Background: an optimization exercise with open tools, aiming at small area, a short achievable clock period and few clock cycles per item. Do not read the settings as production practice.
In this exercise RTL edits were held to simulation tests only and were not proved equivalent to the original.
No activity file was given, so power comes from the tool's default toggle rates.

## yarrow
==> flow/design.v <==
package spq_pkg;
  localparam int TAG_W  = 16;
  localparam int PRIO_W = 8;
  localparam logic CMD_ENQ = 1'b0;
  localparam logic CMD_DEQ = 1'b1;
  typedef struct packed {
    logic              cmd;
    logic [TAG_W-1:0]  task_tag;
    logic [PRIO_W-1:0] prio;
  } in_word_t;
  typedef struct packed {
    logic [TAG_W-1:0] front_tag;
    logic             queue_empty;
    logic             overflow;
  } out_word_t;
  typedef struct packed {
    logic load_item;   
    logic exec;        
  } spq_cmd_t;
  typedef struct packed {
    logic full;
    logic empty;
  } spq_status_t;
endpackage
module spq_ctrl (
  input  logic               clk,
  input  logic               rst_n,
  input  logic               in_valid,
  output logic               in_ready,
  input  spq_pkg::in_word_t  in_data,
  output logic               out_valid,
  input  logic               out_ready,
  output logic               exec,
  output spq_pkg::in_word_t  item
);
  spq_pkg::in_word_t item_r;
  logic              item_v_r;
  logic              out_valid_r;
  logic              accept;
  assign exec      = item_v_r && (!out_valid_r || out_ready);
  assign in_ready  = !item_v_r || exec;
  assign accept    = in_valid && in_ready;
  assign out_valid = out_valid_r;
  assign item      = item_r;
  always_ff @(posedge clk) begin
    if (!rst_n) begin
      item_v_r    <= 1'b0;
      out_valid_r <= 1'b0;
    end else begin
      item_v_r <= accept || (item_v_r && !exec);
      if (exec) begin
        out_valid_r <= 1'b1;
      end else if (out_ready) begin
        out_valid_r <= 1'b0;
      end
    end
  end
  always_ff @(posedge clk) begin
    if (accept) begin
      item_r <= in_data;
    end
  end
endmodule
module spq_dp #(
  parameter int DEPTH = 16
) (
  input  logic               clk,
  input  logic               rst_n,
  input  logic               accept,     
  input  spq_pkg::in_word_t  in_data,
  output spq_pkg::out_word_t out_data
);
  logic [spq_pkg::TAG_W-1:0]  tags_r  [DEPTH];
  logic [spq_pkg::PRIO_W-1:0] prios_r [DEPTH];
  logic [DEPTH-1:0]           valid_r;
  logic                       ovf_r;
  logic [DEPTH-1:0]           above;      
  logic [DEPTH-1:0]           sel_new, sel_up;
  logic                       is_enq, do_enq, do_deq;
  logic [spq_pkg::TAG_W-1:0]  front_r, second_tag;
  logic [DEPTH-2:0]           is_second;
  logic                       any_ahead;
  assign is_enq = (in_data.cmd == spq_pkg::CMD_ENQ);
  assign do_enq = accept && is_enq && !valid_r[DEPTH-1];
  assign do_deq = accept && !is_enq;
  function automatic logic prio_gt(input logic [spq_pkg::PRIO_W-1:0] a,
                                   input logic [spq_pkg::PRIO_W-1:0] b);
    logic gt;
    gt = 1'b0;
    for (int k = 0; k < spq_pkg::PRIO_W; k++) begin
      gt = (a[k] & ~b[k]) | (~(a[k] ^ b[k]) & gt);
    end
    prio_gt = gt;
  endfunction
  always_comb begin
    for (int i = 0; i < DEPTH; i++) begin
      above[i] = !valid_r[i] || prio_gt(prios_r[i], in_data.prio);
    end
    for (int i = 0; i < DEPTH; i++) begin
      sel_up[i]  = do_enq && (i > 0) && above[(i > 0) ? i - 1 : 0];
      sel_new[i] = do_enq && above[i] && ((i == 0) || !above[(i > 0) ? i - 1 : 0]);
    end
  end
  for (genvar g = 0; g < DEPTH; g++) begin : g_cell
    localparam int GP = (g > 0) ? g - 1 : 0;
    logic keep;
    assign keep = !(sel_up[g] || sel_new[g]);
    always_ff @(posedge clk) begin
      tags_r[g]  <= ({spq_pkg::TAG_W{keep}}        & tags_r[g])
                  | ({spq_pkg::TAG_W{sel_up[g]}}   & tags_r[GP])
                  | ({spq_pkg::TAG_W{sel_new[g]}}  & in_data.task_tag);
      prios_r[g] <= ({spq_pkg::PRIO_W{keep}}       & prios_r[g])
                  | ({spq_pkg::PRIO_W{sel_up[g]}}  & prios_r[GP])
                  | ({spq_pkg::PRIO_W{sel_new[g]}} & in_data.prio);
    end
  end
  always_ff @(posedge clk) begin
    if (!rst_n) begin
      valid_r <= '0;
    end else if (do_enq) begin
      valid_r <= {valid_r[DEPTH-2:0], 1'b1};
    end else if (do_deq) begin
      valid_r <= {1'b0, valid_r[DEPTH-1:1]};
    end
  end
  always_ff @(posedge clk) begin
    if (accept) begin
      ovf_r <= is_enq && valid_r[DEPTH-1];
    end
  end
  always_comb begin
    any_ahead  = 1'b0;
    second_tag = '0;
    for (int i = 0; i < DEPTH; i++) begin
      any_ahead = any_ahead || (valid_r[i] && above[i]);
    end
    for (int i = 0; i < DEPTH - 1; i++) begin
      is_second[i] = valid_r[i + 1] && ((i + 2 >= DEPTH) || !valid_r[(i + 2 < DEPTH) ? i + 2 : i]);
      second_tag   = second_tag | ({spq_pkg::TAG_W{is_second[i]}} & tags_r[i]);
    end
  end
  logic front_new, front_keep;
  assign front_new  = do_enq && !any_ahead;
  assign front_keep = !(front_new || do_deq);
  always_ff @(posedge clk) begin
    front_r <= ({spq_pkg::TAG_W{front_new}}  & in_data.task_tag)
             | ({spq_pkg::TAG_W{do_deq}}     & second_tag)
             | ({spq_pkg::TAG_W{front_keep}} & front_r);
  end
  assign out_data.front_tag   = front_r;
  assign out_data.queue_empty = !valid_r[0];
  assign out_data.overflow    = ovf_r;
endmodule
module sorted_priority_queue #(
  parameter int DEPTH = 16
) (
  input  logic               clk,
  input  logic               rst_n,
  input  logic               in_valid,
  output logic               in_ready,
  input  logic [24:0]        in_data,
  output logic               out_valid,
  input  logic               out_ready,
  output logic [17:0]        out_data
);
  spq_pkg::in_word_t  in_word;
  spq_pkg::in_word_t  item;
  spq_pkg::out_word_t out_word;
  logic               exec;
  assign in_word  = in_data;
  assign out_data = out_word;
  spq_ctrl u_ctrl (
    .clk       (clk),
    .rst_n     (rst_n),
    .in_valid  (in_valid),
    .in_ready  (in_ready),
    .in_data   (in_word),
    .out_valid (out_valid),
    .out_ready (out_ready),
    .exec      (exec),
    .item      (item)
  );
  spq_dp #(
    .DEPTH (DEPTH)
  ) u_dp (
    .clk      (clk),
    .rst_n    (rst_n),
    .accept   (exec),
    .in_data  (item),
    .out_data (out_word)
  );
endmodule
export LEC_CHECK = 0
export CAP_MARGIN = 20
export CORE_MARGIN = 2
export CORE_UTILIZATION = 40
export CTS_BUF_LIST = sky130_fd_sc_hd__clkbuf_4 sky130_fd_sc_hd__clkbuf_8
export SETUP_SLACK_MARGIN = 3.0
export SLEW_MARGIN = 20
create_clock -name core_clock -period 6.0 [get_ports {clk}]
run.sh (not shown) runs the stock make flow with config.mk's settings and CLKGATE_MAP_FILE= SYNTH_SCRIPT=/design/flow/synth_recipe.tcl, a recipe that flattens the netlist after the stock synthesis.
Testbench counts of yarrow, summed over its fixed seeds: cycles 16,016, items 16,000.
Here is what was changed in the inputs of juniper compared with yarrow.
- a change of SETUP_SLACK_MARGIN from 3.0 to 2.5
[summary]
Of juniper and yarrow, juniper shows the higher proportion of total power due to net switching, with yarrow below it. Routed wire length of juniper falls short of that of yarrow by a few percent. Per the comparison of juniper with yarrow, combinational group power went down about 7%; clock power share flat; compound-gate portion of the synthesized area level; relative area change from synthesis to final layout lost 5.9 points.

* * *

sorted_priority_queue, a different RTL version from the one above (not shown whole).
Size in the first run: about 2,200 cells after synthesis, about 440 flip-flops, roughly 49 I/O pins, ~20,000 sq um of cells after synthesis.
==> flow/config.mk <==
export PLATFORM = sky130hd
export DESIGN_NAME = sorted_priority_queue
export DESIGN_NICKNAME = sorted_priority_queue
export VERILOG_FILES = /design/flow/design.v
export SDC_FILE = /design/flow/constraint.sdc
export NUM_CORES = 4
export LEC_CHECK = 0
export CAP_MARGIN = 20
export CORE_MARGIN = 2
export CORE_UTILIZATION = 40
export SETUP_SLACK_MARGIN = 3.25
export SLEW_MARGIN = 20
export BUFFER_PORTS_ARGS = -buffer_cell sky130_fd_sc_hd__buf_2
export CTS_ARGS = -sink_clustering_enable -repair_clock_nets -dont_use_dummy_load -buf_list {sky130_fd_sc_hd__clkbuf_8 sky130_fd_sc_hd__clkbuf_16} -sink_clustering_size 30 -sink_clustering_max_diameter 100
==> flow/constraint.sdc <==
create_clock -name core_clock -period 6.0 [get_ports {clk}]
set_input_delay 1.2000 -clock core_clock [delete_from_list [all_inputs] [get_ports {clk}]]
set_output_delay 1.2000 -clock core_clock [all_outputs]
set_load 0.01 [all_outputs]
standard.sh (not shown) runs the stock make flow with config.mk's settings and CLKGATE_MAP_FILE= SYNTH_SCRIPT=/design/flow/synth_recipe.tcl, a recipe that flattens the netlist after the stock synthesis.
==> flow/flow/run.sh <==
#!/bin/bash
set -euo pipefail
cat >> config.mk <<'EOS'
export BUFFER_PORTS_ARGS = -buffer_cell sky130_fd_sc_hd__buf_2
export CTS_ARGS = -sink_clustering_enable -repair_clock_nets -dont_use_dummy_load -buf_list {sky130_fd_sc_hd__clkbuf_8 sky130_fd_sc_hd__clkbuf_16} -sink_clustering_size 30 -sink_clustering_max_diameter 100
EOS
bash standard.sh > standard_flow.log 2>&1
Testbench counts at the start, summed over its fixed seeds: cycles 16,016, items 16,000.
Rerun with:
==> flow/flow/run.sh (replaced) <==
#!/bin/bash
set -euo pipefail
cat >> config.mk <<'EOS'
export BUFFER_PORTS_ARGS = -buffer_cell sky130_fd_sc_hd__buf_2
export CTS_ARGS = -sink_clustering_enable -repair_clock_nets -dont_use_dummy_load -buf_list {sky130_fd_sc_hd__clkbuf_8 sky130_fd_sc_hd__clkbuf_16} -sink_clustering_size 24 -sink_clustering_max_diameter 90
EOS
bash standard.sh > standard_flow.log 2>&1
- CTS_ARGS: -sink_clustering_enable -repair_clock_nets -dont_use_dummy_load -buf_list {sky130_fd_sc_hd__clkbuf_8 sky130_fd_sc_hd__clkbuf_16} -sink_clustering_size 30 -sink_clustering_max_diameter 100 -> -sink_clustering_enable -repair_clock_nets -dont_use_dummy_load -buf_list {sky130_fd_sc_hd__clkbuf_8 sky130_fd_sc_hd__clkbuf_16} -sink_clustering_size 24 -sink_clustering_max_diameter 90
- SETUP_SLACK_MARGIN: 3.25 -> 3.2
=> Power climbs by 2.9%; routed wire length climbs by 1.0%; setup slack hardly moves; core utilization climbs by 0.40 points; flip-flop and latch count is unchanged; final area climbs by 0.91%; cell count climbs by 0.52%; register-to-register slack is worse by 20 ps; synthesized area does not change; count of clock-buffer cells in the layout climbs by 5; synthesized cell count is unchanged.

separate check: timing with driven ports:
Ports are ideal in the flow. The routed layouts listed here were re-timed in OpenROAD. Step 1 assumes that a clkbuf_16 drives the clock port and a buf_2 every other input. Step 2 times the ports against the registers' clock, not the clock port: input delays grow and output delays shrink by t, the midpoint of the rising clock arrivals with the driver on. a / b / c = ideal ports / drivers / drivers and shift; a / b = the first two.
run	t, ns	setup slack, ns	hold WS [ns]	worst setup path at the end	slew at the worst register clock pin (ns)
yarrow	0.712	2.630 / 2.630 / 2.427	0.463 / 0.463 / 0.463	input to register	0.07 / 0.07
juniper	0.710	2.543 / 2.543 / 1.881	0.461 / 0.461 / 0.461	input to register	0.07 / 0.07
the first run of note 2	0.611	3.164 / 3.131 / 2.650	0.429 / 0.429 / 0.429	input to register	0.12 / 0.12
the second run of note 2	0.623	3.164 / 3.131 / 2.636	0.431 / 0.431 / 0.431	input to register	0.10 / 0.10
After both steps setup and hold are still met in every run listed. The setup slack of juniper, which loses most, moves by 0.000 ns with the drivers and by -0.662 ns with both steps.
